Background: an optimization exercise with open tools, aiming at small area, a short achievable clock period and few clock cycles per item. Do not read the settings as production practice.
Function was checked by simulation only, so behaviour that the tests miss may differ from the original.
No activity file was given, so power comes from the tool's default toggle rates.

[design.v]
`default_nettype none
package sos_pkg;
   localparam logic [1:0] ACT_PUSH   = 2'd0;
   localparam logic [1:0] ACT_POP    = 2'd1;
   localparam logic [1:0] ACT_POP_AT = 2'd2;
   localparam logic [1:0] ACT_TOP    = 2'd3;
   localparam logic [1:0] ST_OK    = 2'd0;
   localparam logic [1:0] ST_UNDER = 2'd1;
   localparam logic [1:0] ST_OVER  = 2'd2;
   localparam logic [4:0] CAPACITY_RESET = 5'd16;
endpackage
`default_nettype wire
`default_nettype none
module sos_csr (
   input  wire logic        clock,
   input  wire logic        reset,
   input  wire logic        psel,
   input  wire logic        penable,
   input  wire logic        pwrite,
   input  wire logic [2:0]  paddr,
   input  wire logic [31:0] pwdata,
   output logic      [31:0] prdata,
   output logic             pready,
   output logic      [4:0]  eff_cap,        
   output logic      [4:0]  eff_cap_m1      
);
   logic [4:0] capacity_ff;
   logic [4:0] eff_cap_ff, eff_cap_m1_ff;
   logic       cap_we;
   logic [4:0] cap_wdata;
   logic [4:0] wr_cap;
   assign wr_cap    = pwdata[4:0];
   assign cap_we    = psel && penable && pwrite && !paddr[2];
   assign cap_wdata = (wr_cap == 5'd0) ? 5'd1 : ((wr_cap > 5'd16) ? 5'd16 : wr_cap);
   always_ff @(posedge clock) begin
      if (reset) begin
         capacity_ff   <= sos_pkg::CAPACITY_RESET;
         eff_cap_ff    <= 5'd16;
         eff_cap_m1_ff <= 5'd15;
      end else if (cap_we) begin
         capacity_ff   <= wr_cap;
         eff_cap_ff    <= cap_wdata;
         eff_cap_m1_ff <= cap_wdata - 5'd1;
      end
   end
   assign pready     = 1'b1;
   assign prdata     = {27'd0, capacity_ff & {5{~paddr[2]}}};
   assign eff_cap    = eff_cap_ff;
   assign eff_cap_m1 = eff_cap_m1_ff;
endmodule
`default_nettype wire
`default_nettype none
module sos_ctrl (
   input  wire logic        clock,
   input  wire logic        reset,
   input  wire logic        accept,
   input  wire logic [36:0] req_data,
   input  wire logic [4:0]  eff_cap,
   input  wire logic [4:0]  eff_cap_m1,
   output logic [127:0]     push_sel,
   output logic [1:0]       status,
   output logic             all_empty,
   output logic             current_full,
   output logic [2:0]       current_stack,
   output logic [7:0]       top_stack,       
   output logic [15:0]      top_pos          
);
   logic [4:0] fill_ff [8];
   logic [7:0] cur_ff;               
   logic [1:0] act;
   logic [2:0] idx;
   assign act = req_data[36:35];
   assign idx = req_data[2:0];
   logic [7:0] ne, one, ge_m1, ge_0, ge_p1, full_ff, almost_ff;
   logic [15:0] pos [8];             
   logic [15:0] pos_m1 [8];          
   assign full_ff   = ge_0;      
   assign almost_ff = ge_m1;     
   always_comb begin
      for (int i = 0; i < 8; i++) begin
         ne[i]        = (fill_ff[i] != 5'd0);
         one[i]       = (fill_ff[i] == 5'd1);
         ge_m1[i]     = (fill_ff[i] >= eff_cap_m1);
         ge_0[i]      = (fill_ff[i] >= eff_cap);
         ge_p1[i]     = ge_0[i] && (fill_ff[i] != eff_cap);
         for (int p = 0; p < 16; p++) begin
            pos[i][p]    = (fill_ff[i] == 5'(p));
            pos_m1[i][p] = (fill_ff[i] == 5'(p + 1));
         end
      end
   end
   logic [7:0] cur_nxt, cur_le;
   logic       cur_full, nxt_full, nxt_almost, cur_almost, at_last;
   always_comb begin
      cur_nxt = {cur_ff[6:0], 1'b0};
      for (int i = 0; i < 8; i++) begin
         cur_le[i] = |(cur_ff >> i);           
      end
   end
   assign cur_full   = |(cur_ff & full_ff);
   assign cur_almost = |(cur_ff & almost_ff);
   assign nxt_full   = |(cur_nxt & full_ff);
   assign nxt_almost = |(cur_nxt & almost_ff);
   assign at_last    = cur_ff[7];
   logic is_push, is_pop, is_popat, is_top;
   assign is_push  = (act == sos_pkg::ACT_PUSH);
   assign is_pop   = (act == sos_pkg::ACT_POP);
   assign is_popat = (act == sos_pkg::ACT_POP_AT);
   assign is_top   = (act == sos_pkg::ACT_TOP);
   logic       over;
   logic [7:0] tgt;
   assign over = cur_full && (at_last || nxt_full);
   assign tgt  = cur_full ? cur_nxt : cur_ff;
   logic [7:0] le, cand, s;
   logic       under;
   always_comb begin
      for (int i = 0; i < 8; i++) begin
         le[i] = is_popat ? (3'(i) <= idx) : cur_le[i];
      end
      cand = le & ne;
      for (int i = 0; i < 8; i++) begin
         s[i] = (i == 0) ? !(|cand[7:1]) : (cand[i] && !(|(cand >> (i + 1))));
      end
   end
   assign under = !(|cand);
   logic       push_ok, pop_ok;
   logic [7:0] inc, dec;
   assign push_ok = is_push && !over;
   assign pop_ok  = (is_pop || is_popat) && !under;
   assign inc     = push_ok ? tgt : 8'd0;
   assign dec     = pop_ok ? s : 8'd0;
   logic [4:0] fill_nx [8];
   logic [7:0] ne_nx, cur_nx;
   always_comb begin
      for (int i = 0; i < 8; i++) begin
         fill_nx[i]   = inc[i] ? (fill_ff[i] + 5'd1) : (dec[i] ? (fill_ff[i] - 5'd1) : fill_ff[i]);
         ne_nx[i]     = inc[i] || (ne[i] && !(dec[i] && one[i]));
      end
      if (is_push) begin
         cur_nx = push_ok ? tgt : cur_ff;
      end else if (is_popat) begin
         cur_nx = cur_ff;
      end else begin
         cur_nx = s;
      end
   end
   always_ff @(posedge clock) begin
      if (reset) begin
         for (int i = 0; i < 8; i++) begin
            fill_ff[i] <= 5'd0;
         end
         cur_ff    <= 8'd1;
      end else if (accept) begin
         for (int i = 0; i < 8; i++) begin
            fill_ff[i] <= fill_nx[i];
         end
         cur_ff    <= cur_nx;
      end
   end
   logic [127:0] slot;
   always_comb begin
      for (int i = 0; i < 8; i++) begin
         for (int p = 0; p < 16; p++) begin
            slot[i * 16 + p] = !over && tgt[i] && pos[i][p];
         end
      end
      push_sel = slot & {128{accept && is_push}};
   end
   logic top_ok;
   assign top_ok    = is_top && !under;
   assign top_stack = top_ok ? s : 8'd0;
   always_comb begin
      top_pos = '0;
      for (int i = 0; i < 8; i++) begin
         top_pos = top_pos | (pos_m1[i] & {16{s[i]}});
      end
   end
   function automatic logic [2:0] enc(input logic [7:0] oh);
      enc = {|oh[7:4], |{oh[7:6], oh[3:2]}, |{oh[7], oh[5], oh[3], oh[1]}};
   endfunction
   always_comb begin
      status = sos_pkg::ST_OK;
      if (is_push && over) begin
         status = sos_pkg::ST_OVER;
      end else if (!is_push && under) begin
         status = sos_pkg::ST_UNDER;
      end
      all_empty     = !(|ne_nx);
      if (is_push) begin
         current_full = over || (cur_full ? nxt_almost : cur_almost);
      end else if (is_popat) begin
         current_full = |(cur_ff & ((dec & ge_p1) | (~dec & full_ff)));
      end else begin
         current_full = |(s & ((dec & ge_p1) | (~dec & full_ff)));
      end
      current_stack = enc(cur_nx);
   end
endmodule
`default_nettype wire
`default_nettype none
module sos_dp (
   input  wire logic        clock,
   input  wire logic        reset,
   input  wire logic        accept,
   input  wire logic [31:0] push_value,
   input  wire logic [127:0] push_sel,
   input  wire logic [1:0]  status,
   input  wire logic        all_empty,
   input  wire logic        current_full,
   input  wire logic [2:0]  current_stack,
   input  wire logic [7:0]  top_stack,
   input  wire logic [15:0] top_pos,
   input  wire logic        rsp_stall,
   output logic             s1_hold,
   output logic             rsp_valid,
   output logic [38:0]      rsp_data
);
   logic [31:0] mem [128];
   always_ff @(posedge clock) begin
      for (int w = 0; w < 128; w++) begin
         if (push_sel[w]) begin
            mem[w] <= push_value;
         end
      end
   end
   logic       s1_valid_ff;
   logic [1:0] s1_status_ff;
   logic       s1_all_empty_ff, s1_full_ff;
   logic [2:0] s1_cur_ff;
   logic [7:0] s1_stack_ff;
   logic [15:0] s1_pos_ff;
   logic       r_valid_ff;
   logic [38:0] r_data_ff;
   logic       r_hold;
   logic [31:0] stack_word [8];
   logic [31:0] top_word;
   always_comb begin
      top_word = '0;
      for (int i = 0; i < 8; i++) begin
         stack_word[i] = '0;
         for (int p = 0; p < 16; p++) begin
            stack_word[i] = stack_word[i] | (mem[i * 16 + p] & {32{s1_pos_ff[p]}});
         end
         top_word = top_word | (stack_word[i] & {32{s1_stack_ff[i]}});
      end
   end
   assign r_hold  = r_valid_ff && rsp_stall;
   assign s1_hold = s1_valid_ff && r_hold;
   always_ff @(posedge clock) begin
      if (reset) begin
         s1_valid_ff <= 1'b0;
         r_valid_ff  <= 1'b0;
      end else begin
         if (!s1_hold) s1_valid_ff <= accept;
         if (!r_hold)  r_valid_ff  <= s1_valid_ff;
      end
   end
   always_ff @(posedge clock) begin
      if (!s1_hold) begin
         s1_status_ff    <= status;
         s1_all_empty_ff <= all_empty;
         s1_full_ff      <= current_full;
         s1_cur_ff       <= current_stack;
         s1_stack_ff     <= top_stack;
         s1_pos_ff       <= top_pos;
      end
      if (!r_hold) begin
         r_data_ff <= {top_word, s1_status_ff, s1_all_empty_ff, s1_full_ff, s1_cur_ff};
      end
   end
   assign rsp_valid = r_valid_ff;
   assign rsp_data  = r_data_ff;
endmodule
`default_nettype wire
`default_nettype none
module set_of_stacks_with_pop_at #(
   parameter int NUM_STACKS  = 8,
   parameter int STACK_DEPTH = 16,
   parameter int DATA_WIDTH  = 32
) (
   input  wire logic                  clock,
   input  wire logic                  reset,
   input  wire logic                  req_valid,
   output logic                       req_stall,
   input  wire logic [36:0]           req_data,
   output logic                       rsp_valid,
   input  wire logic                  rsp_stall,
   output logic      [38:0]           rsp_data,
   input  wire logic                  psel,
   input  wire logic                  penable,
   input  wire logic                  pwrite,
   input  wire logic [2:0]            paddr,
   input  wire logic [31:0]           pwdata,
   output logic      [31:0]           prdata,
   output logic                       pready
);
   logic [4:0] eff_cap, eff_cap_m1;
   logic       accept, s1_hold;
   logic       all_empty, current_full;
   logic [7:0] top_stack;
   logic [15:0] top_pos;
   logic [127:0] push_sel;
   logic [1:0] status;
   logic [2:0] current_stack;
   assign req_stall = s1_hold;
   assign accept    = req_valid && !s1_hold && !reset;
   sos_csr u_csr (
      .clock    (clock),
      .reset    (reset),
      .psel     (psel),
      .penable  (penable),
      .pwrite   (pwrite),
      .paddr    (paddr),
      .pwdata   (pwdata),
      .prdata   (prdata),
      .pready   (pready),
      .eff_cap    (eff_cap),
      .eff_cap_m1 (eff_cap_m1)
   );
   sos_ctrl u_ctrl (
      .clock         (clock),
      .reset         (reset),
      .accept        (accept),
      .req_data      (req_data),
      .eff_cap       (eff_cap),
      .eff_cap_m1    (eff_cap_m1),
      .push_sel      (push_sel),
      .status        (status),
      .all_empty     (all_empty),
      .current_full  (current_full),
      .current_stack (current_stack),
      .top_stack     (top_stack),
      .top_pos       (top_pos)
   );
   sos_dp u_dp (
      .clock         (clock),
      .reset         (reset),
      .accept        (accept),
      .push_value    (req_data[34:3]),
      .push_sel      (push_sel),
      .status        (status),
      .all_empty     (all_empty),
      .current_full  (current_full),
      .current_stack (current_stack),
      .top_stack     (top_stack),
      .top_pos       (top_pos),
      .rsp_stall     (rsp_stall),
      .s1_hold       (s1_hold),
      .rsp_valid     (rsp_valid),
      .rsp_data      (rsp_data)
   );
endmodule
`default_nettype wire
[constraint.sdc]
create_clock -name core_clock -period 8.0 [get_ports {clock}]
set_input_delay 1.6000 -clock core_clock [delete_from_list [all_inputs] [get_ports {clock}]]
set_output_delay 1.6000 -clock core_clock [all_outputs]
set_load 0.01 [all_outputs]
[config.mk]
export PLATFORM = sky130hd
export DESIGN_NAME = set_of_stacks_with_pop_at
export DESIGN_NICKNAME = set_of_stacks_with_pop_at
export VERILOG_FILES = /design/flow/design.v
export SDC_FILE = /design/flow/constraint.sdc
export NUM_CORES = 4
export LEC_CHECK = 0
export CAP_MARGIN = 20
export CORE_MARGIN = 2
export CORE_UTILIZATION = 40
export CTS_CLUSTER_DIAMETER = 100
export CTS_CLUSTER_SIZE = 24
export SETUP_SLACK_MARGIN = 3.5
export SLEW_MARGIN = 20
export TNS_END_PERCENT = 5
[run.sh]
#!/bin/bash
# synth_recipe.tcl (not shown) runs the flow's synth.tcl, then flattens the netlist and writes it again
# the make line also repeats each setting of config.mk as NAME=value (left out here)
make -C /OpenROAD-flow-scripts/flow DESIGN_CONFIG=/design/flow/config.mk WORK_HOME=/design/flow/orfs CLKGATE_MAP_FILE= SYNTH_SCRIPT=/design/flow/synth_recipe.tcl finish
==> impl_metrics.json, run 1 <==
{
  "outcome": "timing/DRC/antenna clean",
  "dp_hpwl_um": 293100,
  "setup_viol": 0,
  "worst_pin_slew_ps": 1203,
  "numCtsBuffers": 204,
  "avgViaCountPerCell": 6.678,
  "slowest_delay_ps": 640,
  "wirelength_um": 538200,
  "grt_max_degree": 102,
  "syn-cell-area_mm2": 0.1572,
  "synth_seq_cells": 4231,
  "fin_nets": 9060,
  "place_ws_ps": 1519,
  "core_area_mm2": 0.3920,
  "p_leak_uw": 0.05367,
  "start_util_pct": 40.11,
  "cap_violations": 0,
  "fin_cells": 14120,
  "clock_skew_ps": 111.7,
  "cpLargestDelayFamily": "simple AND/OR/NAND/NOR gates",
  "finalInstanceArea_mm2": 0.1745,
  "cts_htree_levels": 4,
  "max-vdd-ir-drop_mv": 0.2078,
  "synth_edf_count": 4166,
  "arrival_ps": 5570,
  "wire_per_inst_um": 38.11,
  "placementRows": 230,
  "grt_usage_pct": 26.08,
  "relSlewSlack_pct": 19.77,
  "critPathCaptureType": "flop",
  "hold-worst-slack_ps": 437.9,
  "worst-path-max-fanout": 15,
  "grt_pass1_vias": 88620,
  "power.density_mw_per_mm2": 219.7,
  "yosysSeqAreaShare_pct": 80.40,
  "root_buffer": "clkbuf_16",
  "place_inst": 13700,
  "first_iter_violations": 17750,
  "rsz0062_at_grt": "true",
  "clock-sinks": 4231,
  "final_max_slew_viol_count": 0,
  "crit_chain": "clkdlybuf4s50_1, inv_1, ha_1, and4_1, o22a_1, or3_4, or4_1, o21ai_0, a21bo_2, a2111oi_0, a311oi_1",
  "dr.pass1.iters": 6,
  "drcViolationCount": 0,
  "ctsHoldBuffers": 0,
  "final_hold_viol_count": 0,
  "drive_gt1_share_pct": 11.34,
  "port_buffers": 95,
  "setup_tns_ps": 0,
  "num_io_pins": 153,
  "syn_area_per_cell_um2": 18.33,
  "fmax_mhz": 203.3,
  "synth_cell_types": 91,
  "period_needed_ps": 4919,
  "gp_congestion": 0.9188,
  "path_buf_inv": 2,
  "dieArea_mm2": 0.3981,
  "clockBufferDepth": 4,
  "clk_latency_ps": 1020,
  "path_class": "in -> reg",
  "yosysWarnings": 9,
  "fin_crit_sh_pct": 61.48,
  "hp-class": "reg -> reg",
  "die-height_um": 630.9,
  "ant_nets": 0,
  "synthCells": 8577,
  "cts_tree": "done",
  "crit_path_top_delay_cell": "or4_1",
  "via_count": 94300,
  "cp_data_required_time_ps": 8650,
  "area_growth_pct": 10.99,
  "die_x_um": 630.9,
  "grt_pass1_wl_um": 727600,
  "cts.clk_slew.worst_paths_ps": 80,
  "finalWorstSetupSlack_ps": 3081,
  "cp-start-kind": "input port",
  "synthFlopType": "edfxtp_1",
  "place_area_mm2": 0.1668,
  "grt_antenna_before_repair": 38,
  "grt_overflow": 0,
  "async_flop_share_pct": 0
}
## Yosys cell counts (all sizes together) (23+ instances only)
master	number	area share, %
a21oi	82	0.26
a221oi	898	5.0
a22o	890	5.0
a22oi	387	1.8
and3	30	0.12
buf	200	0.57
clkbuf	380	0.91
dfxtp	65	0.83
edfxtp	4166	80
ha	132	1.1
inv	48	0.11
nand2	142	0.34
nand2b	31	0.12
nand3	134	0.43
nand4	321	1.3
nor2	149	0.36
nor2b	30	0.12
nor3	80	0.26
o21ai	117	0.37
o22ai	23	0.096
## layout by cell type (no fill, tap or decap), types with 100 or more instances in the layout
cell type  netlist  routed
nand3_1        133     130
a221oi_1       898     893
clkbuf_16        0     208
nand4_1        321     321
a22o_1         890     890
buf_4           28     436
nand2_1        142     136
o21ai_0        111     100
a22oi_1        387     387
edfxtp_1      4166    4166
ha_1           132     130
## path summary, 6_finish.rpt
check | startpoint | slack [ps] | end | cells past startpoint
worst max register to register | u_csr.eff_cap_ff[4] | 3170 | u_dp.mem[36][20] | 11
worst max-delay path | req_data[35] | 3080 | u_dp.s1_full_ff | 11
worst min register to register | u_dp.s1_cur_ff[1] | 440 | u_dp.r_data_ff[1] | 0
worst min-delay path | u_dp.s1_cur_ff[1] | 440 | u_dp.r_data_ff[1] | 0
## power by group
| part | internal [µW] | switching (µW) |
|---|---|---|
| combinational | 587 | 1650 |
| clock | 4790 | 6900 |
| sequential | 24300 | 59.1 |
| total | 29700 | 8610 |
## registers in the layout, indices dropped and copies added (netlist names), 2 cells and up
signal               flops
u_dp.mem              4096
u_csr.eff_cap_ff         5
u_dp.s1_status_ff        2
u_csr.capacity_ff        5
u_dp.r_data_ff          39
u_ctrl.fill_ff          40
u_csr.eff_cap_m1_ff      5
u_dp.s1_cur_ff           3
u_ctrl.cur_ff            8
u_dp.s1_pos_ff          16
u_dp.s1_stack_ff         8
## routing by layer
metal / vias up / global-route usage, % / part of all wire, %
li1: 36970 / - / -
met1: 49600 / 36.56 / 38
met2: 6918 / 40.60 / 46
met3: 796 / 5.830 / 13
met4: 12 / 8.164 / 3.5
met5: - / 0 / 0.013
## repair_timing
item / CTS / global route
buffers inserted: 74 / 69
gates resized for setup: 46 / 77
endpoints found under the setup margin: 3938 / 4057
pin swaps: 39 / 17
cloned: 17 / 6
## kinds of logic (layout without fill, tap and decap cells)
family,after synthesis,after routing,synth area share [%]
other,2,47,0.004777
multiplexers,16,16,0.1043
XOR/XNOR,19,19,0.1059
buffers and inverters,631,892,1.596
AND/OR/NAND/NOR,1004,1023,3.429
adder cells (fa/ha/maj),132,132,1.051
flip-flops,4231,4231,80.40
AO/OA/AOI/OAI,2542,2542,13.31
## cell type report
| type | instances | area, µm² |
|---|---|---|
| Multi-Input combinational cell | 3760 | 29990 |
| Sequential cell | 4231 | 126400 |
| Antenna cell | 19 | 47.55 |
| Timing Repair inverter | 1 | 7.507 |
| Timing Repair Buffer | 600 | 5655 |
| Clock buffer | 217 | 5218 |
| Clock inverter | 23 | 407.9 |
| Fill cell | 33360 | 217500 |
| Tap cell | 5220 | 6531 |
| Inverter | 51 | 210.2 |
## worst register-to-register path, delay by kind of cell (launching register included)
family	cells	cell delay [ps]
AO/OA/AOI/OAI	4	1130
adder cells (fa/ha/maj)	1	410
buffers and inverters	2	480
flip-flops	1	390
AND/OR/NAND/NOR	4	2100
## stage by stage
step | power (µW) | utilization [%]
2_1_floorplan | 25770 | -
3_3_place_gp | 27070 | 42.55
3_5_place_dp | 27110 | 42.57
4_1_cts | 38370 | 44.27
5_1_grt | 39120 | 44.51
6_report | 38340 | 44.52
Testbench counts, summed over its fixed seeds: cycles 9,616, items 9,600.
==> inputs of run 2 (changes only) <==
==> flow/run.sh (new file) <==
#!/bin/bash
# The standard layout, with plain buffers (not delay buffers) on the ports.
set -euo pipefail
bash standard.sh "BUFFER_PORTS_ARGS=-buffer_cell sky130_fd_sc_hd__buf_4" finish > standard_flow.log 2>&1
==> standard.sh (new file) <==
#!/bin/bash
# synth_recipe.tcl (not shown) runs the flow's synth.tcl, then flattens the netlist and writes it again
# the make line also repeats each setting of config.mk as NAME=value (left out here)
make -C /OpenROAD-flow-scripts/flow DESIGN_CONFIG=/design/flow/config.mk WORK_HOME=/design/flow/orfs CLKGATE_MAP_FILE= SYNTH_SCRIPT=/design/flow/synth_recipe.tcl "${@:-finish}"
--- a/config.mk
+++ b/config.mk
@@ -10,6 +10,6 @@
 export CORE_UTILIZATION = 40
 export CTS_CLUSTER_DIAMETER = 100
 export CTS_CLUSTER_SIZE = 24
-export SETUP_SLACK_MARGIN = 3.5
+export SETUP_SLACK_MARGIN = 4.0
 export SLEW_MARGIN = 20
 export TNS_END_PERCENT = 5
removed: run.sh
==> run 2 against run 1 <==
Register-to-register slack better by 350 ps. Maximum frequency is 9.7% higher. Cell area grew 0.71%. Combinational power about the same. First-iteration DRC count down 6.3%. Clock skew up 20 ps. Critical endpoint is now u_dp.r_data_ff[13]. Highest routed layer unchanged.
==> impl_metrics.json, run 2 <==
{
  "multiInputGateArea_mm2": 0.03038,
  "avgViaCountPerCell": 6.648,
  "gp_congestion": 0.8862,
  "final_max_slew_viol_count": 0,
  "num_io_pins": 153,
  "cpLargestDelayFamily": "compound AO/OA/AOI/OAI gates",
  "clock_skew_ps": 132.0,
  "relSlewSlack_pct": 11.12,
  "grt_pass1_wl_um": 726200,
  "muxShareOfSynthArea_pct": 0.1043,
  "worst_pin_slew_ps": 1333,
  "final_common_cell": "edfxtp_1",
  "first_iter_violations": 16630,
  "placementRows": 230,
  "final_cell_mix": "4166 x edfxtp_1, 888 x a22o_1, 884 x a221oi_1",
  "cp_data_required_time_ps": 8690,
  "switching_share_pct": 22.49,
  "utilization_pct": 44.84,
  "grt_overflow": 0,
  "path_class": "reg -> reg",
  "seqPwrFrac_pct": 63.8,
  "largest_register": "u_dp.mem",
  "root_buffer": "clkbuf_16",
  "setup_tns_ps": 0,
  "synthTopCellsByArea": "edfxtp_1 80%, a221oi_1 5.0%, a22o_1 5.0%",
  "yosysSeqAreaShare_pct": 80.40,
  "arrival_ps": 5170,
  "synth.most_common_cell": "edfxtp_1",
  "synth_common_cells": "4166 x edfxtp_1, 898 x a221oi_1, 890 x a22o_1",
  "post-synth-top-area-cell": "edfxtp_1",
  "numCtsBuffers": 205,
  "clock-sinks": 4231,
  "cts_htree_levels": 4,
  "p_sw_uw": 8599,
  "die-height_um": 630.9,
  "reg_top3": "u_dp.mem: 4096 flops, u_ctrl.fill_ff: 40 flops, u_dp.r_data_ff: 39 flops",
  "dieArea_mm2": 0.3981,
  "synth_simple_gate_area_share_pct": 3.429,
  "synthFlopType": "edfxtp_1",
  "fill_cells": 33200,
  "period_needed_ps": 4483,
  "crit_path_top_delay_cell": "a221oi_2",
  "wirelength_um": 536800,
  "power.density_mw_per_mm2": 217.6,
  "clk_latency_ps": 1010,
  "cp-start-kind": "flop",
  "fmax_mhz": 223.1,
  "area_growth_pct": 11.78,
  "synth_seq_cells": 4231,
  "setup_viol": 0,
  "synth_top_area_share_pct": 79.57,
  "synthCells": 8577,
  "slowest_delay_ps": 1290,
  "reg2reg_slack_ps": 3520,
  "syn-cell-area_mm2": 0.1572,
  "synth_top_family_by_area": "compound AO/OA/AOI/OAI gates",
  "fin_nets": 9125,
  "die_x_um": 630.9,
  "cap_violations": 0,
  "grt_max_degree": 101,
  "largest_reg_flops": 4096,
  "synth_edf_count": 4166,
  "via_count": 94270,
  "crit_chain": "buf_4, buf_4, a22o_1, a221oi_1, nand4_1, a221oi_2, nand4_1",
  "core_area_mm2": 0.3920,
  "yosysWarnings": 9,
  "dr.pass1.iters": 6,
  "clockBufferDepth": 4,
  "synth-xor-area-share_pct": 0.1059,
  "rsz0062_at_grt": "true",
  "path_buf_inv": 2,
  "p_leak_uw": 0.05428,
  "synthAdderAreaFrac_pct": 1.051,
  "critPathCaptureType": "flop",
  "syn_area_per_cell_um2": 18.33,
  "power.share.clock_pct": 30.3,
  "cts.clk_slew.worst_paths_ps": 100,
  "comb_power_share_pct": 5.9,
  "hp-class": "reg -> reg",
  "ant_nets": 0,
  "outcome": "timing/DRC/antenna clean",
  "grt_antenna_before_repair": 40,
  "fin_crit_sh_pct": 56.03,
  "port_buffers": 95,
  "grt_pass1_vias": 88910,
  "final_hold_viol_count": 0,
  "start_util_pct": 40.11,
  "synth_cell_types": 91,
  "register_area_mm2": 0.1264,
  "async_flop_share_pct": 0,
  "max-vdd-ir-drop_mv": 0.2105,
  "p_int_uw": 29630,
  "dp_hpwl_um": 294100,
  "worst-path-max-fanout": 23,
  "synth_compound_area_share_pct": 13.31,
  "wire_per_inst_um": 37.86,
  "drcViolationCount": 0,
  "grt_usage_pct": 25.99,
  "drive_gt1_share_pct": 13.27,
  "cts_tree": "done"
}
## run 2: worst paths after layout
path	cells past startpoint	to	from
setup / recovery	7	u_dp.r_data_ff[13]	u_dp.s1_pos_ff[2]
hold / removal	0	u_dp.r_data_ff[3]	u_dp.s1_full_ff
setup reg to reg	7	u_dp.r_data_ff[13]	u_dp.s1_pos_ff[2]
hold reg to reg	0	u_dp.r_data_ff[3]	u_dp.s1_full_ff
## run 2: what timing repair did
item	CTS	global route
gates resized for setup	191	85
setup buffers	151	54
endpoints found under the setup margin	4125	4086
hold buffers	0	0
pin swaps	58	26
gates cloned	19	9
endpoints found under the hold margin	0	0
## run 2: cell type report
type                    instances  share of cell area (%)
flip-flops and latches       4231                   71.94
multi-input cells            3756                   17.29
repair buffers                669                   3.752
well taps                    5220                   3.717
clock buffers                 212                   2.934
clock inverters                24                  0.2186
inverters                      51                  0.1267
diodes                         16                 0.02278
## run 2: power groups by stage
stage / registers (µW) / clock network (µW) / logic, µW
floorplan: 24900 / 0 / 892
detailed placement: 24900 / 0 / 2150
global placement: 24900 / 0 / 2120
finish: 24400 / 11600 / 2240
CTS: 24400 / 11700 / 2180
global route: 24400 / 12300 / 2320
## run 2: kinds of logic after synthesis
logic type                 Yosys count
xor gates and xnor gates            19
AOI/OAI and AO/OA                 2542
other                                2
muxes                               16
and+or+nand+nor                   1004
adders and majority gates          132
buffers and inverters              631
DFF                               4231
## run 2: per-layer routing
| metal | GRT usage, % | part of all wire (%) |
|---|---|---|
| met5 | 0 | 0.062 |
| met4 | 9.643 | 4.3 |
| met3 | 6.114 | 12 |
| met2 | 40.09 | 45 |
| met1 | 35.96 | 38 |
## run 2: per-stage QoR
stage / setup WS (ps) / area (µm²) / cells / power (µW) / hold WS, ps
floorplan: 3687 / 158500 / 8603 / 25770 / 400.3
global placement: 1821 / 166700 / 13690 / 27020 / 407.3
detailed placement: 1829 / 166700 / 13690 / 27060 / 406.4
CTS: 3657 / 174700 / 14100 / 38260 / 439.6
global route: 3660 / 175700 / 14170 / 39060 / 453.3
finish: 3517 / 175700 / 14180 / 38230 / 439.4
==> inputs of run 3 (changes only) <==
--- a/design.v
+++ b/design.v
@@ -245,7 +245,7 @@
       end
    end
    assign r_hold  = r_valid_ff && rsp_stall;
-   assign s1_hold = s1_valid_ff && r_hold;
+   assign s1_hold = r_hold;
    always_ff @(posedge clock) begin
       if (reset) begin
          s1_valid_ff <= 1'b0;
--- a/config.mk
+++ b/config.mk
@@ -10,6 +10,6 @@
 export CORE_UTILIZATION = 40
 export CTS_CLUSTER_DIAMETER = 100
 export CTS_CLUSTER_SIZE = 24
-export SETUP_SLACK_MARGIN = 4.0
+export SETUP_SLACK_MARGIN = 4.4
 export SLEW_MARGIN = 20
 export TNS_END_PERCENT = 5
==> run 3 against run 2 <==
Highest routed layer unchanged. Sequential share of layout area fell by 2.3 points. Critical endpoint is now u_dp.s1_pos_ff[2]. Critical path type is now in -> reg. Final cell count up 1.3%. Worst setup slack improved by 420 ps. Global-route usage up 0.85 points. Still clean. Die area up 0.14%. Maximum frequency is 10% higher. Core utilization grew 1.5 points. Largest power group unchanged. Combinational power increased by 62%. Clock-buffer cell count increased by 12.
==> impl_metrics.json, run 3 <==
{
  "drive_gt1_share_pct": 15.89,
  "wl_met3_um": 76790,
  "setup_tns_ps": 0,
  "finalWorstSetupSlack_ps": 3939,
  "clock-sinks": 4231,
  "ant_nets": 0,
  "highest_layer": "met5",
  "numCtsBuffers": 202,
  "r2r_end": "u_dp.r_data_ff[14]",
  "fin_nets": 9303,
  "synthTopCellsByArea": "edfxtp_1 79%, a221oi_1 5.1%, a22o_1 5.1%",
  "dr.pass1.iters": 8,
  "reg_top3": "u_dp.mem: 4096 flops, u_ctrl.fill_ff: 40 flops, u_dp.r_data_ff: 39 flops",
  "yosysWarnings": 9,
  "grt_usage_pct": 26.84,
  "avgViaCountPerCell": 6.753,
  "p_leak_uw": 0.05670,
  "place_ws_ps": 2057,
  "arrival_ps": 4740,
  "synth.most_common_cell": "edfxtp_1",
  "min_delay_path_depth": 0,
  "cp-start-kind": "input port",
  "period_needed_ps": 4061,
  "fmax_mhz": 246.3,
  "gp_congestion": 0.9216,
  "synthFlopType": "edfxtp_1",
  "final_max_slew_viol_count": 0,
  "reg2reg_slack_ps": 4030,
  "clk_latency_ps": 970,
  "cp_data_required_time_ps": 8680,
  "wire_per_inst_um": 40.00,
  "synth_common_cells": "4166 x edfxtp_1, 915 x a221oi_1, 909 x a22o_1",
  "relSlewSlack_pct": 20.66,
  "clockBufferDepth": 4,
  "fin_crit_sh_pct": 50.76,
  "final_common_cell": "edfxtp_1",
  "grt_overflow": 0,
  "cts_tree": "done",
  "grt_antenna_before_repair": 36,
  "rsz0062_at_grt": "true",
  "async_flop_share_pct": 0,
  "wl_met1_um": 209900,
  "die_x_um": 631.4,
  "hold_start": "u_dp.s1_status_ff[0]",
  "synthCells": 8543,
  "placementRows": 230,
  "area_growth_pct": 15.36,
  "synth_seq_cells": 4231,
  "drcViolationCount": 0,
  "largest_reg_flops": 4096,
  "cts.clk_slew.worst_paths_ps": 110,
  "die-height_um": 631.4,
  "utilization_pct": 46.30,
  "dieArea_mm2": 0.3986,
  "clock_skew_ps": 75.54,
  "critPathCaptureType": "flop",
  "path_class": "in -> reg",
  "post-synth-top-area-cell": "edfxtp_1",
  "yosysSeqAreaShare_pct": 80.29,
  "grt_max_degree": 98,
  "hold-worst-slack_ps": 441.2,
  "largest_register": "u_dp.mem",
  "worst_pin_slew_ps": 1190,
  "syn_area_per_cell_um2": 18.43,
  "reg2reg_depth": 8,
  "grt_pass1_wl_um": 745100,
  "start_util_pct": 40.14,
  "syn-cell-area_mm2": 0.1574,
  "synth_top_area_share_pct": 79.46,
  "worst-path-max-fanout": 17,
  "final_cell_mix": "4166 x edfxtp_1, 903 x a22o_1, 896 x a221oi_1",
  "core_area_mm2": 0.3922,
  "power.density_mw_per_mm2": 218.6,
  "synth_cell_types": 88,
  "wl_met2_um": 255600,
  "port_buffers": 95,
  "wirelength_um": 574500,
  "root_buffer": "clkbuf_16",
  "num_io_pins": 153,
  "cts_htree_levels": 4,
  "r2r_start": "u_dp.s1_pos_ff[7]",
  "max-vdd-ir-drop_mv": 0.1850,
  "outcome": "timing/DRC/antenna clean",
  "whs_endpoint": "u_dp.r_data_ff[5]",
  "grt_pass1_vias": 89200,
  "cap_violations": 0,
  "via_count": 96990,
  "synth_edf_count": 4166,
  "dp_hpwl_um": 297200,
  "hp-class": "reg -> reg",
  "final_hold_viol_count": 0,
  "first_iter_violations": 18090,
  "setup_viol": 0
}
-- run 3: cell types whose count changed after synthesis, sizes merged, moves of 19 or more --
cell,before,now
o21ai,117,85
a21oi,82,53
a22o,890,909
nand3,134,104
a22oi,387,354
nand2,142,104
a221oi,898,917
-- run 3: cells by family (layout without fill, tap and decap cells) --
| kind of cell | count (synthesis) | after routing | synth area share, % |
|---|---|---|---|
| multiplexers | 47 | 47 | 0.3115 |
| other | 2 | 39 | 0.004770 |
| flip-flops | 4231 | 4231 | 80.29 |
| XOR/XNOR | 3 | 3 | 0.01669 |
| adder cells (fa/ha/maj) | 132 | 132 | 1.049 |
| AND/OR/NAND/NOR | 990 | 1007 | 3.470 |
| buffers and inverters | 643 | 1187 | 1.619 |
| AO/OA/AOI/OAI | 2495 | 2496 | 13.24 |
-- run 3: layout make-up --
type / instances / area, µm²
Fill cell: 32510 / 210600
Inverter: 59 / 249.0
Clock buffer: 224 / 5180
Tap cell: 5220 / 6531
Antenna cell: 11 / 27.53
Multi-Input combinational cell: 3713 / 31000
Clock inverter: 19 / 362.8
Sequential cell: 4231 / 126400
Timing Repair Buffer: 885 / 11850
-- run 3: routing by layer --
| layer | global-route usage [%] | up-vias |
|---|---|---|
| li1 | - | 37580 |
| met1 | 36.32 | 50970 |
| met2 | 41.47 | 7358 |
| met3 | 6.258 | 1066 |
| met4 | 11.84 | 16 |
| met5 | 0 | - |
-- run 3: report_power, final --
group          switching, µW  internal [µW]  leakage (µW)  total, µW
logic                   2600           1020        0.0159       3620
registers               51.4          24400        0.0381      24400
clock network           6860           4770       0.00270      11600
total                   9510          30200        0.0567      39700
-- run 3: through the flow --
step / total power, µW / cell area [µm²] / instances
floorplan: 26320 / 158800 / 8569
CTS: 39490 / 178100 / 14170
detailed placement: 28240 / 167000 / 13660
finish: 39690 / 181600 / 14360
global route: 40480 / 181600 / 14360
global placement: 28190 / 166900 / 13650
-- run 3: repair_timing --
item / in CTS / in global routing
setup endpoints to repair: 4207 / 4195
hold endpoints to repair: 0 / 0
pin swaps: 88 / 61
gates resized for setup: 549 / 198
buffers inserted: 214 / 107
gates cloned: 51 / 73
hold buffers: 0 / 0
-- run 3: how the worst max path moves through the flow --
stage / start / endpoint / slack, ps / cells after the start
finish: req_data[35] / u_dp.s1_pos_ff[2] / 3940 / 12
CTS: u_csr.eff_cap_ff[4] / u_dp.mem[50][28] / 4080 / 15
global route: u_csr.eff_cap_ff[2] / u_dp.s1_cur_ff[2] / 4000 / 15
detailed placement: u_csr.eff_cap_ff[0] / u_dp.mem[39][21] / 2060 / 10
floorplan: rsp_stall / u_dp.mem[89][0] / 3810 / 5
global placement: req_data[35] / u_dp.mem[58][11] / 2020 / 8
-- run 3: worst max-delay path: stages --
cell and delay (ps):
buf_4 130, inv_4 50, ha_1 150, buf_4 280, and4_1 310, o21a_2 310
nor2_1 90, nand2_1 240, nor2_1 140, a222oi_1 800, o221ai_1 250, or3_1 370
Testbench counts of run 3, summed over its fixed seeds: cycles 9,616, items 9,600.
==> inputs of run 4 (changes only) <==
--- a/design.v
+++ b/design.v
@@ -22,12 +22,12 @@
    output logic      [31:0] prdata,
    output logic             pready,
    output logic      [4:0]  eff_cap,        
-   output logic      [4:0]  eff_cap_m1      
+   output logic      [4:0]  eff_cap_m2,     
+   output logic             cap_we,
+   output logic      [4:0]  cap_wdata       
 );
    logic [4:0] capacity_ff;
-   logic [4:0] eff_cap_ff, eff_cap_m1_ff;
-   logic       cap_we;
-   logic [4:0] cap_wdata;
+   logic [4:0] eff_cap_ff, eff_cap_m2_ff;
    logic [4:0] wr_cap;
    assign wr_cap    = pwdata[4:0];
    assign cap_we    = psel && penable && pwrite && !paddr[2];
@@ -36,17 +36,17 @@
       if (reset) begin
          capacity_ff   <= sos_pkg::CAPACITY_RESET;
          eff_cap_ff    <= 5'd16;
-         eff_cap_m1_ff <= 5'd15;
+         eff_cap_m2_ff <= 5'd14;
       end else if (cap_we) begin
          capacity_ff   <= wr_cap;
          eff_cap_ff    <= cap_wdata;
-         eff_cap_m1_ff <= cap_wdata - 5'd1;
+         eff_cap_m2_ff <= cap_wdata - 5'd2;
       end
    end
    assign pready     = 1'b1;
    assign prdata     = {27'd0, capacity_ff & {5{~paddr[2]}}};
    assign eff_cap    = eff_cap_ff;
-   assign eff_cap_m1 = eff_cap_m1_ff;
+   assign eff_cap_m2 = eff_cap_m2_ff;
 endmodule
 `default_nettype wire
 `default_nettype none
@@ -55,8 +55,10 @@
    input  wire logic        reset,
    input  wire logic        accept,
    input  wire logic [36:0] req_data,
-   input  wire logic [4:0]  eff_cap,
-   input  wire logic [4:0]  eff_cap_m1,
+   input  wire logic [4:0]  eff_cap,         
+   input  wire logic [4:0]  eff_cap_m2,      
+   input  wire logic        cap_we,
+   input  wire logic [4:0]  cap_wdata,       
    output logic [127:0]     push_sel,
    output logic [1:0]       status,
    output logic             all_empty,
@@ -71,18 +73,19 @@
    logic [2:0] idx;
    assign act = req_data[36:35];
    assign idx = req_data[2:0];
-   logic [7:0] ne, one, ge_m1, ge_0, ge_p1, full_ff, almost_ff;
+   logic [7:0] full_ff;              
+   logic [7:0] almost_ff;            
+   logic [7:0] ne, one, eq_0, eq_m2, wr_full, wr_almost;
    logic [15:0] pos [8];             
    logic [15:0] pos_m1 [8];          
-   assign full_ff   = ge_0;      
-   assign almost_ff = ge_m1;     
    always_comb begin
       for (int i = 0; i < 8; i++) begin
          ne[i]        = (fill_ff[i] != 5'd0);
          one[i]       = (fill_ff[i] == 5'd1);
-         ge_m1[i]     = (fill_ff[i] >= eff_cap_m1);
-         ge_0[i]      = (fill_ff[i] >= eff_cap);
-         ge_p1[i]     = ge_0[i] && (fill_ff[i] != eff_cap);
+         eq_0[i]      = (fill_ff[i] == eff_cap);
+         eq_m2[i]     = (fill_ff[i] == eff_cap_m2);
+         wr_full[i]   = (fill_ff[i] >= cap_wdata);
+         wr_almost[i] = (6'(fill_ff[i]) + 6'd1 >= 6'(cap_wdata));
          for (int p = 0; p < 16; p++) begin
             pos[i][p]    = (fill_ff[i] == 5'(p));
             pos_m1[i][p] = (fill_ff[i] == 5'(p + 1));
@@ -130,9 +133,11 @@
    assign inc     = push_ok ? tgt : 8'd0;
    assign dec     = pop_ok ? s : 8'd0;
    logic [4:0] fill_nx [8];
-   logic [7:0] ne_nx, cur_nx;
+   logic [7:0] ne_nx, full_nx, almost_nx, cur_nx;
    always_comb begin
       for (int i = 0; i < 8; i++) begin
+         full_nx[i]   = inc[i] ? almost_ff[i] : (full_ff[i] && !(dec[i] && eq_0[i]));
+         almost_nx[i] = inc[i] ? (almost_ff[i] || eq_m2[i]) : (dec[i] ? full_ff[i] : almost_ff[i]);
          fill_nx[i]   = inc[i] ? (fill_ff[i] + 5'd1) : (dec[i] ? (fill_ff[i] - 5'd1) : fill_ff[i]);
          ne_nx[i]     = inc[i] || (ne[i] && !(dec[i] && one[i]));
       end
@@ -149,19 +154,26 @@
          for (int i = 0; i < 8; i++) begin
             fill_ff[i] <= 5'd0;
          end
+         full_ff   <= 8'd0;
+         almost_ff <= 8'd0;
          cur_ff    <= 8'd1;
       end else if (accept) begin
          for (int i = 0; i < 8; i++) begin
             fill_ff[i] <= fill_nx[i];
          end
+         full_ff   <= full_nx;
+         almost_ff <= almost_nx;
          cur_ff    <= cur_nx;
+      end else if (cap_we) begin
+         full_ff   <= wr_full;
+         almost_ff <= wr_almost;
       end
    end
    logic [127:0] slot;
    always_comb begin
       for (int i = 0; i < 8; i++) begin
          for (int p = 0; p < 16; p++) begin
-            slot[i * 16 + p] = !over && tgt[i] && pos[i][p];
+            slot[i * 16 + p] = (cur_ff[i] || cur_nxt[i]) && pos[i][p];
          end
       end
       push_sel = slot & {128{accept && is_push}};
@@ -189,9 +201,9 @@
       if (is_push) begin
          current_full = over || (cur_full ? nxt_almost : cur_almost);
       end else if (is_popat) begin
-         current_full = |(cur_ff & ((dec & ge_p1) | (~dec & full_ff)));
+         current_full = |(cur_ff & full_ff & ~(dec & eq_0));
       end else begin
-         current_full = |(s & ((dec & ge_p1) | (~dec & full_ff)));
+         current_full = |(s & full_ff & ~(dec & eq_0));
       end
       current_stack = enc(cur_nx);
    end
@@ -294,7 +306,8 @@
    output logic      [31:0]           prdata,
    output logic                       pready
 );
-   logic [4:0] eff_cap, eff_cap_m1;
+   logic [4:0] eff_cap, eff_cap_m2, cap_wdata;
+   logic       cap_we;
    logic       accept, s1_hold;
    logic       all_empty, current_full;
    logic [7:0] top_stack;
@@ -315,7 +328,9 @@
       .prdata   (prdata),
       .pready   (pready),
       .eff_cap    (eff_cap),
-      .eff_cap_m1 (eff_cap_m1)
+      .eff_cap_m2 (eff_cap_m2),
+      .cap_we     (cap_we),
+      .cap_wdata  (cap_wdata)
    );
    sos_ctrl u_ctrl (
       .clock         (clock),
@@ -323,7 +338,9 @@
       .accept        (accept),
       .req_data      (req_data),
       .eff_cap       (eff_cap),
-      .eff_cap_m1    (eff_cap_m1),
+      .eff_cap_m2    (eff_cap_m2),
+      .cap_we        (cap_we),
+      .cap_wdata     (cap_wdata),
       .push_sel      (push_sel),
       .status        (status),
       .all_empty     (all_empty),
--- a/config.mk
+++ b/config.mk
@@ -10,6 +10,6 @@
 export CORE_UTILIZATION = 40
 export CTS_CLUSTER_DIAMETER = 100
 export CTS_CLUSTER_SIZE = 24
-export SETUP_SLACK_MARGIN = 4.4
+export SETUP_SLACK_MARGIN = 4.5
 export SLEW_MARGIN = 20
 export TNS_END_PERCENT = 5
==> run 4 against run 3 <==
Still clean. Combinational power grew 19%. Clock power is essentially flat. Sequential cell count increased by 15. Clock-buffer cell count is 14 lower. Wire length down 2.7%. Sequential power about the same. Synthesized cell count up 2.1%. Cell area decreased by 2.1%. Die area up 0.78%. Clock skew grew 47 ps. Register-to-register slack gained 150 ps. Critical path type is now reg -> reg. Critical endpoint is now u_dp.r_data_ff[36]. Largest cell class unchanged. Highest routed layer unchanged.
==> impl_metrics.json, run 4 <==
{
  "die-height_um": 633.8,
  "final_hold_viol_count": 0,
  "seqPwrFrac_pct": 60.8,
  "path_class": "reg -> reg",
  "worst-path-max-fanout": 41,
  "synth_top_area_share_pct": 78.84,
  "syn-cell-area_mm2": 0.1587,
  "yosysSeqAreaShare_pct": 79.85,
  "wirelength_um": 558900,
  "synth_simple_gate_area_share_pct": 3.231,
  "cts_tree": "done",
  "largest_reg_flops": 4096,
  "cp-startpoint": "u_dp.s1_pos_ff[4]",
  "ant_nets": 0,
  "arrival_ps": 4330,
  "synth_common_cells": "4166 x edfxtp_1, 902 x a221oi_1, 893 x a22o_1",
  "cp_data_required_time_ps": 8510,
  "synthFlopType": "edfxtp_1",
  "final_max_slew_viol_count": 0,
  "rsz0062_at_grt": "true",
  "grt_max_degree": 113,
  "max-vdd-ir-drop_mv": 0.1869,
  "synthAdderAreaFrac_pct": 1.096,
  "cp-start-kind": "flop",
  "avgViaCountPerCell": 6.720,
  "fin_crit_sh_pct": 47.70,
  "grt_usage_pct": 26.50,
  "dp_hpwl_um": 308800,
  "fill_cells": 33590,
  "synth.most_common_cell": "edfxtp_1",
  "area_growth_pct": 12.10,
  "synth_compound_area_share_pct": 13.44,
  "numCtsBuffers": 204,
  "via_count": 96630,
  "final_common_cell": "edfxtp_1",
  "async_flop_share_pct": 0,
  "clock_skew_ps": 122.9,
  "hp-class": "reg -> reg",
  "core_area_mm2": 0.3954,
  "comb_power_share_pct": 10.6,
  "root_buffer": "clkbuf_16",
  "critPathCaptureType": "flop",
  "setup_tns_ps": 0,
  "cap_violations": 0,
  "grt_antenna_before_repair": 37,
  "port_buffers": 95,
  "register_area_mm2": 0.1267,
  "dieArea_mm2": 0.4017,
  "p_leak_uw": 0.05472,
  "period_needed_ps": 3816,
  "synth_seq_cells": 4246,
  "multiInputGateArea_mm2": 0.03161,
  "worst_pin_slew_ps": 1174,
  "r2r_start": "u_dp.s1_pos_ff[4]",
  "grt_overflow": 0,
  "switching_share_pct": 24.83,
  "yosysWarnings": 9,
  "synthTopCellsByArea": "edfxtp_1 79%, a221oi_1 5.0%, a22o_1 4.9%",
  "gp_congestion": 0.9052,
  "p_int_uw": 30500,
  "ctsHoldBuffers": 0,
  "clock-sinks": 4246,
  "cts_htree_levels": 4,
  "synthCells": 8724,
  "reg_top3": "u_dp.mem: 4096 flops, u_ctrl.fill_ff: 40 flops, u_dp.r_data_ff: 39 flops",
  "p_sw_uw": 10070,
  "wire_per_inst_um": 38.87,
  "first_iter_violations": 16930,
  "placementRows": 231,
  "hold-worst-slack_ps": 441.8,
  "setup_viol": 0,
  "dr.pass1.iters": 9,
  "post-synth-top-area-cell": "edfxtp_1",
  "fin_nets": 9314,
  "num_io_pins": 153,
  "clockBufferDepth": 4,
  "synth_edf_count": 4166,
  "outcome": "timing/DRC/antenna clean",
  "cts.clk_slew.worst_paths_ps": 100,
  "power.share.clock_pct": 28.6,
  "grt_pass1_wl_um": 742400,
  "grt_pass1_vias": 89900,
  "largest_register": "u_dp.mem",
  "synth_cell_types": 91,
  "fmax_mhz": 262.0,
  "drive_gt1_share_pct": 13.77,
  "hold_start": "u_dp.s1_status_ff[0]",
  "drcViolationCount": 0,
  "muxShareOfSynthArea_pct": 0.1214,
  "synth-xor-area-share_pct": 0.6182,
  "relSlewSlack_pct": 20.88,
  "synth_top_family_by_area": "compound AO/OA/AOI/OAI gates",
  "clk_latency_ps": 1020,
  "start_util_pct": 40.13,
  "power.density_mw_per_mm2": 228.1,
  "final_cell_mix": "4166 x edfxtp_1, 888 x a22o_1, 879 x a221oi_1",
  "reg2reg_slack_ps": 4180,
  "die_x_um": 633.8,
  "syn_area_per_cell_um2": 18.19
}
run 4: timing repair:
action,CTS,global route
endpoints found under the setup margin,4131,3750
resized for setup,116,241
pin swaps,79,45
gates cloned,33,17
setup buffers,153,59
run 4: per-layer routing:
metal | track usage [%] | wire length, µm | up-vias
li1 | - | - | 37670
met1 | 36.52 | 210600 | 50850
met2 | 40.74 | 250800 | 7198
met3 | 6.852 | 75090 | 887
met4 | 9.140 | 22090 | 26
met5 | 0.6159 | 300 | -
run 4: critical path: stages (launching register included):
cell and delay [ps]:
edfxtp_1 480, buf_4 200, buf_12 180, buf_4 390, a22o_1 260, a221oi_1 240, nand4_1 420, a22oi_2 390
nand4_1 670
run 4: logic make-up (layout without fill, tap and decap cells):
kind of cell,Yosys count,count (layout)
and+or+nand+nor,973,1007
xor gates and xnor gates,112,112
DFF,4246,4246
adders and majority gates,139,139
muxes,17,17
other,2,47
buffers and inverters,653,988
AOI/OAI and AO/OA,2582,2582
run 4: per-stage QoR:
stage	setup slack [ps]	utilization [%]	cells	power, µW	cell area, µm²
2_1_floorplan	3929	-	8750	26900	159700
6_report	4184	44.99	14380	40570	177900
4_1_cts	3973	44.49	14280	40330	175900
3_5_place_dp	2012	42.50	13870	29150	168000
3_3_place_gp	2090	42.47	13860	29120	167900
5_1_grt	4321	44.98	14370	41420	177800
run 4: final timing paths:
kind	end	depth (start not counted)
max reg2reg	u_dp.r_data_ff[36]	8
max	u_dp.r_data_ff[36]	8
min	u_dp.r_data_ff[5]	0
min reg2reg	u_dp.r_data_ff[5]	0
run 4: power groups by stage:
stage	Sequential [µW]	Clock, µW	Combinational (µW)
finish	24700	11600	4310
global placement	25200	0	3920
floorplan	25100	0	1780
CTS	24700	11600	4010
global route	24700	12300	4410
detailed placement	25200	0	3950
run 4: cell type report:
cell class,count,area share [%]
Sequential cell,4246,71.23
Tap cell,5242,3.687
Timing Repair Buffer,700,4.060
Multi-Input combinational cell,3885,17.77
Antenna cell,19,0.02673
Inverter,59,0.1287
Clock inverter,19,0.1660
Clock buffer,210,2.930
Testbench counts of run 4, summed over its fixed seeds: cycles 9,616, items 9,600.
==> inputs of run 5 (changes only) <==
--- a/design.v
+++ b/design.v
@@ -169,14 +169,12 @@
          almost_ff <= wr_almost;
       end
    end
-   logic [127:0] slot;
    always_comb begin
       for (int i = 0; i < 8; i++) begin
          for (int p = 0; p < 16; p++) begin
-            slot[i * 16 + p] = (cur_ff[i] || cur_nxt[i]) && pos[i][p];
+            push_sel[i * 16 + p] = (cur_ff[i] || cur_nxt[i]) && pos[i][p];
          end
       end
-      push_sel = slot & {128{accept && is_push}};
    end
    logic top_ok;
    assign top_ok    = is_top && !under;
==> run 5 against run 4 <==
Synthesized cell count rose by 0.34%. Sequential cell count did not move. Final cell count fell by 0.75%. Largest power group unchanged. Highest routed layer unchanged. First-iteration DRC count rose by 0.66%.
==> impl_metrics.json, run 5 <==
{
  "outcome": "timing/DRC/antenna clean",
  "grt_pass1_vias": 89910,
  "clock-sinks": 4246,
  "worst_pin_slew_ps": 1390,
  "p_leak_uw": 0.05428,
  "reg2reg_depth": 7,
  "grt_max_degree": 105,
  "crit_chain": "buf_4, buf_12, a22o_1, a221oi_1, nand4_1, a22oi_2, nand4_1",
  "slowest_delay_ps": 750,
  "reg_top3": "u_dp.mem: 4096 flops, u_ctrl.fill_ff: 40 flops, u_dp.r_data_ff: 39 flops",
  "via_count": 95720,
  "relSlewSlack_pct": 6.336,
  "wl_met1_um": 208200,
  "numCtsBuffers": 204,
  "largest_register": "u_dp.mem",
  "placementRows": 231,
  "syn_area_per_cell_um2": 18.13,
  "cts_htree_levels": 4,
  "cts.clk_slew.worst_paths_ps": 100,
  "synth_common_cells": "4166 x edfxtp_1, 922 x a221oi_1, 902 x a22o_1",
  "wl_met2_um": 257000,
  "final_hold_viol_count": 0,
  "dp_hpwl_um": 292300,
  "area_growth_pct": 10.98,
  "synth.most_common_cell": "edfxtp_1",
  "ant_nets": 0,
  "crit_path_top_delay_cell": "a22oi_2",
  "place_area_mm2": 0.1681,
  "largest_reg_flops": 4096,
  "worst-path-max-fanout": 69,
  "root_buffer": "clkbuf_16",
  "multiInputGateArea_mm2": 0.03106,
  "highest_layer": "met5",
  "r2r_start": "u_dp.s1_pos_ff[8]",
  "fin_cells": 14270,
  "grt_overflow": 0,
  "setup_tns_ps": 0,
  "wirelength_um": 561600,
  "synth_cell_types": 95,
  "fin_crit_sh_pct": 47.57,
  "dieArea_mm2": 0.4018,
  "synthCells": 8754,
  "p_int_uw": 30890,
  "start_util_pct": 40.14,
  "p_sw_uw": 10240,
  "synthTopCellsByArea": "edfxtp_1 79%, a221oi_1 5.1%, a22o_1 5.0%",
  "cp-start-kind": "flop",
  "synth_edf_count": 4166,
  "clk_latency_ps": 950,
  "grt_antenna_before_repair": 50,
  "synth_top_area_share_pct": 78.82,
  "post-synth-top-area-cell": "edfxtp_1",
  "rsz0062_at_grt": "true",
  "final_cell_mix": "4166 x edfxtp_1, 897 x a22o_1, 892 x a221oi_1",
  "drive_gt1_share_pct": 12.10,
  "clockBufferDepth": 4,
  "async_flop_share_pct": 0,
  "fmax_mhz": 262.8,
  "drcViolationCount": 0,
  "comb_power_share_pct": 10.9,
  "place_inst": 13890,
  "arrival_ps": 4330,
  "ctsHoldBuffers": 0,
  "switching_share_pct": 24.89,
  "grt_pass1_wl_um": 746900,
  "first_iter_violations": 17040,
  "die-height_um": 633.9,
  "power.share.clock_pct": 28.2,
  "clock_skew_ps": 58.10,
  "wl_met3_um": 70420,
  "finalInstanceArea_mm2": 0.1761,
  "power.density_mw_per_mm2": 233.5,
  "cp_data_required_time_ps": 8530,
  "reg2reg_slack_ps": 4190,
  "cts_tree": "done",
  "port_buffers": 95,
  "gp_congestion": 0.9297,
  "cap_violations": 0,
  "grt_usage_pct": 26.76,
  "wire_per_inst_um": 39.35,
  "die_x_um": 633.9,
  "num_io_pins": 153,
  "max-vdd-ir-drop_mv": 0.1769,
  "final_common_cell": "edfxtp_1",
  "seqPwrFrac_pct": 60.8,
  "path_class": "reg -> reg",
  "hp-class": "reg -> reg",
  "min_delay_path_depth": 0,
  "synthFlopType": "edfxtp_1",
  "r2r_end": "u_dp.r_data_ff[26]",
  "core_area_mm2": 0.3954,
  "critPathCaptureType": "flop",
  "fill_cells": 33610,
  "setup_viol": 0,
  "avgViaCountPerCell": 6.707,
  "fin_nets": 9199,
  "final_max_slew_viol_count": 0,
  "hold_start": "u_dp.s1_cur_ff[2]",
  "yosysSeqAreaShare_pct": 79.83,
  "cp_common_cell": "nand4_1",
  "period_needed_ps": 3805,
  "dr.pass1.iters": 6,
  "syn-cell-area_mm2": 0.1587,
  "synth_seq_cells": 4246,
  "whs_endpoint": "u_dp.r_data_ff[2]",
  "yosysWarnings": 9,
  "register_area_mm2": 0.1267
}
run 5: changes by cell type after synthesis, sizes merged, moves of 15 or more:
cell / previous run / this run
nand2: 134 / 156
a22oi: 378 / 363
a21oi: 60 / 95
o21a: 32 / 10
a21o: 5 / 21
o22ai: 29 / 8
or3: 31 / 14
buf: 210 / 194
a21boi: 17 / 2
a221oi: 904 / 922
clkbuf: 384 / 410
nor2b: 28 / 59
run 5: kinds of logic (layout without fill, tap and decap cells):
family / count (synthesis) / after routing / share of synthesized area, %
buf+inv: 654 / 885 / 1.638
flops: 4246 / 4246 / 79.83
xor+xnor: 108 / 108 / 0.5960
fa+ha+maj: 139 / 139 / 1.096
compound gates: 2574 / 2574 / 13.34
other cells: 2 / 45 / 0.004732
simple gates: 1020 / 1022 / 3.418
mux: 11 / 11 / 0.07489
run 5: how the worst max path moves through the flow:
| stage | startpoint | end | slack, ps |
|---|---|---|---|
| global route | u_ctrl.cur_ff[1] | u_ctrl.fill_ff[5][3] | 4350 |
| floorplan | u_ctrl.fill_ff[6][0] | u_dp.mem[98][0] | 4190 |
| global placement | req_data[35] | u_dp.s1_full_ff | 3020 |
| detailed placement | req_data[35] | u_dp.s1_full_ff | 3070 |
| finish | u_dp.s1_pos_ff[8] | u_dp.r_data_ff[26] | 4190 |
| CTS | u_ctrl.fill_ff[7][0] | u_dp.s1_all_empty_ff | 4270 |
run 5: worst max-delay path, delay by kind of cell, from the launching register on:
kind | cells | cell delay (ps)
AO/OA/AOI/OAI | 3 | 1300
AND/OR/NAND/NOR | 2 | 1070
flip-flops | 1 | 430
buffers and inverters | 2 | 420
run 5: what timing repair did:
item / in CTS / in global routing
resized for setup: 65 / 128
cloned: 13 / 16
endpoints found under the hold margin: 0 / 0
endpoints found under the setup margin: 86 / 90
pin swaps: 18 / 29
buffers inserted: 37 / 63
run 5: final cells by class:
class	instances	area share [%]
clock inverters	19	0.1676
repair buffers	597	3.420
inverters	50	0.1158
flip-flops and latches	4246	71.93
multi-input cells	3882	17.63
well taps	5242	3.724
diodes	17	0.02415
clock buffers	219	2.984
run 5: metal layers:
metal	vias to the layer above	global-route usage, %
met5	-	0
met4	22	10.17
met3	911	5.380
met2	7133	42.21
met1	50320	36.64
li1	37340	-
run 5: per-stage QoR:
stage                     total power (µW)  hold WS (ps)  utilization (%)  worst slack, ps
final                                41120         417.6            44.55             4195
after detailed placement             29630         405.6            42.51             3075
after global placement               29570         408.7            42.50             3018
after CTS                            40970         420.0            44.17             4274
after global routing                 42020         425.1            44.54             4347
after floorplan                      27280         400.3                -             4191
run 5: power by group through the flow:
stage               logic [µW]  registers (µW)  clock network, µW
floorplan                 1830           25400                  0
global placement          4040           25500                  0
detailed placement        4090           25500                  0
CTS                       4260           25000              11700
global route              4610           25000              12400
finish                    4500           25000              11600
Testbench counts of run 5, summed over its fixed seeds: cycles 9,616, items 9,600.
==> inputs of run 6 (changes only) <==
--- a/config.mk
+++ b/config.mk
@@ -10,6 +10,6 @@
 export CORE_UTILIZATION = 40
 export CTS_CLUSTER_DIAMETER = 100
 export CTS_CLUSTER_SIZE = 24
-export SETUP_SLACK_MARGIN = 4.5
+export SETUP_SLACK_MARGIN = 4.65
 export SLEW_MARGIN = 20
-export TNS_END_PERCENT = 5
+export TNS_END_PERCENT = 10
==> run 6 against run 5 <==
Synthesized cell count is the same. Worst setup slack gained 160 ps. Still clean. Final cell count shrank 0.34%.
==> impl_metrics.json, run 6 <==
{
  "outcome": "timing/DRC/antenna clean",
  "reg2reg_slack_ps": 4360,
  "yosysWarnings": 9,
  "synth_seq_cells": 4246,
  "ctsHoldBuffers": 0,
  "utilization_pct": 44.35,
  "grt_max_degree": 98,
  "clockBufferDepth": 4,
  "cp_data_required_time_ps": 8630,
  "grt_usage_pct": 26.42,
  "die-height_um": 633.9,
  "yosysSeqAreaShare_pct": 79.83,
  "fin_nets": 9157,
  "seqPwrFrac_pct": 61.2,
  "clk_latency_ps": 970,
  "reg_top3": "u_dp.mem: 4096 flops, u_ctrl.fill_ff: 40 flops, u_dp.r_data_ff: 39 flops",
  "synth_common_cells": "4166 x edfxtp_1, 922 x a221oi_1, 902 x a22o_1",
  "dr.pass1.iters": 6,
  "avgViaCountPerCell": 6.704,
  "cpLargestDelayFamily": "compound AO/OA/AOI/OAI gates",
  "num_io_pins": 153,
  "switching_share_pct": 24.87,
  "dieArea_mm2": 0.4018,
  "via_count": 95350,
  "synth_top_area_share_pct": 78.82,
  "arrival_ps": 4270,
  "synth.most_common_cell": "edfxtp_1",
  "synthTopCellsByArea": "edfxtp_1 79%, a221oi_1 5.1%, a22o_1 5.0%",
  "path_buf_inv": 2,
  "port_buffers": 95,
  "power.share.clock_pct": 27.9,
  "place_inst": 13870,
  "p_sw_uw": 10170,
  "path_class": "reg -> reg",
  "worst_pin_slew_ps": 1162,
  "placementRows": 231,
  "r2r_end": "u_dp.r_data_ff[28]",
  "fin_cells": 14220,
  "first_iter_violations": 14910,
  "p_leak_uw": 0.05387,
  "grt_pass1_vias": 90150,
  "drive_gt1_share_pct": 11.93,
  "cts.clk_slew.worst_paths_ps": 100,
  "grt_overflow": 0,
  "setup_viol": 0,
  "area_growth_pct": 10.49,
  "relSlewSlack_pct": 22.56,
  "final_common_cell": "edfxtp_1",
  "rsz0062_at_grt": "true",
  "grt_pass1_wl_um": 739200,
  "clock-sinks": 4246,
  "numCtsBuffers": 203,
  "crit_path_top_delay_cell": "a22oi_1",
  "reg2reg_depth": 7,
  "critPathCaptureType": "flop",
  "max-vdd-ir-drop_mv": 0.2095,
  "synth_cell_types": 95,
  "period_needed_ps": 3642,
  "gp_congestion": 0.9172,
  "synthCells": 8754,
  "wirelength_um": 547600,
  "largest_register": "u_dp.mem",
  "crit_chain": "buf_12, buf_6, a22o_1, a221oi_1, nand4_1, a22oi_1, nand4_1",
  "final_hold_viol_count": 0,
  "post-synth-top-area-cell": "edfxtp_1",
  "hold_start": "u_dp.s1_all_empty_ff",
  "ant_nets": 0,
  "fill_cells": 33750,
  "slowest_delay_ps": 920,
  "setup_tns_ps": 0,
  "comb_power_share_pct": 10.8,
  "r2r_start": "u_dp.s1_pos_ff[7]",
  "grt_antenna_before_repair": 32,
  "cts_tree": "done",
  "synthFlopType": "edfxtp_1",
  "clock_skew_ps": 107.5,
  "root_buffer": "clkbuf_16",
  "final_max_slew_viol_count": 0,
  "fmax_mhz": 274.6,
  "start_util_pct": 40.14,
  "hp-class": "reg -> reg",
  "fin_crit_sh_pct": 45.52,
  "syn-cell-area_mm2": 0.1587,
  "syn_area_per_cell_um2": 18.13,
  "final_cell_mix": "4166 x edfxtp_1, 901 x a221oi_1, 897 x a22o_1",
  "power.density_mw_per_mm2": 233.2,
  "die_x_um": 633.9,
  "cts_htree_levels": 4,
  "synth_edf_count": 4166,
  "cp-start-kind": "flop",
  "cp_common_cell": "nand4_1",
  "p_int_uw": 30720,
  "wire_per_inst_um": 38.50,
  "p_total_uw": 40890,
  "cp.depth": 7,
  "crit_end": "u_dp.r_data_ff[28]",
  "worst-path-max-fanout": 59,
  "drcViolationCount": 0,
  "async_flop_share_pct": 0,
  "cp-startpoint": "u_dp.s1_pos_ff[7]",
  "dp_hpwl_um": 290100,
  "core_area_mm2": 0.3954,
  "cap_violations": 0,
  "largest_reg_flops": 4096
}
==> run 6: through the flow <==
step                area, µm²  hold WS (ps)  worst slack, ps
finish                 175400         437.3             4358
floorplan              159100         400.3             4191
global route           175300         449.6             4433
CTS                    175100         437.7             4449
global placement       168000         415.6             2958
detailed placement     168000         414.3             2983
==> run 6: kinds of logic after synthesis <==
group                    synth area share (%)
XOR/XNOR                               0.5960
buffers and inverters                   1.638
AO/OA/AOI/OAI                           13.34
adder cells (fa/ha/maj)                 1.096
multiplexers                          0.07489
AND/OR/NAND/NOR                         3.418
flip-flops                              79.83
other                                0.004732
==> run 6: cell type report <==
cell class / instances / area [µm²] / area share, %
clock buffer: 212 / 5135 / 2.928
multi-input combinational: 3883 / 31140 / 17.76
clock inverter: 18 / 239.0 / 0.1363
antenna: 17 / 42.54 / 0.02426
sequential: 4246 / 126700 / 72.26
timing repair buffer: 555 / 5316 / 3.032
tap: 5242 / 6559 / 3.740
inverter: 50 / 206.4 / 0.1177
==> run 6: how the worst min path moves through the flow <==
stage / to / slack, ps / depth (start not counted)
after global placement: u_dp.r_data_ff[5] / 420 / 0
after global routing: u_dp.r_data_ff[6] / 450 / 0
final: u_dp.r_data_ff[4] / 440 / 0
after CTS: u_dp.r_data_ff[6] / 440 / 0
after detailed placement: u_dp.r_data_ff[6] / 410 / 0
after floorplan: u_dp.r_data_ff[0] / 400 / 0
==> run 6: per-layer routing <==
metal | GRT usage, % | vias to the layer above | share of wire [%]
met2 | 41.80 | 6995 | 46
li1 | - | 37240 | -
met5 | 0 | - | 0.017
met1 | 36.55 | 50230 | 38
met4 | 8.843 | 14 | 3.9
met3 | 5.335 | 876 | 12
==> run 6: timing repair <==
item / in CTS / in global routing
endpoints found under the setup margin: 198 / 91
pin swaps: 49 / 11
setup buffers: 76 / 13
endpoints found under the hold margin: 0 / 0
gates cloned: 17 / 0
gates resized for setup: 140 / 35
==> run 6: worst register-to-register path: cells and delay by family (launching register included) <==
family / cells / cell delay, ps
compound gates: 3 / 1460
buf+inv: 2 / 830
flops: 1 / 530
simple gates: 2 / 520
==> run 6: power groups by stage <==
stage,Clock [µW],Combinational (µW),Sequential [µW]
floorplan,0,1830,25400
detailed placement,0,4060,25600
global placement,0,4020,25500
CTS,11500,4310,25000
finish,11400,4430,25000
global route,12100,4550,25100

[port drivers added, routing unchanged]
How much do the figures lean on ideal ports? The routed layouts below were timed once more, with nothing changed but the port constraints.
Step 1 assumes that a clkbuf_16 drives the clock port and a buf_2 every other input.
Step 2 times the ports against the registers' clock, not the clock port: input delays grow and output delays shrink by t, the midpoint of the rising clock arrivals with the driver on.
Three values: no drivers, after step 1, after step 2; two values: the first two.
run | shift t [ns] | slack for setup (ns) | latest minus earliest clock arrival (ns) | worst slew at a driven data input, ns
run 1 | 1.058 | 3.081 / 3.152 / 2.094 | 0.120 / 0.119 | 0.20
run 2 | 1.054 | 3.517 / 3.517 / 2.963 | 0.139 / 0.139 | 0.22
run 3 | 1.044 | 3.939 / 4.019 / 2.975 | 0.076 / 0.076 | 0.25
run 4 | 1.067 | 4.184 / 4.184 / 3.349 | 0.138 / 0.137 | 0.25
run 5 | 1.054 | 4.195 / 4.195 / 3.435 | 0.074 / 0.075 | 0.25
run 6 | 1.036 | 4.358 / 4.358 / 3.531 | 0.120 / 0.119 | 0.25
After both steps setup and hold are still met in every run listed. The setup slack of run 1, which loses most, moves by +0.071 ns with the drivers and by -0.987 ns with both steps.
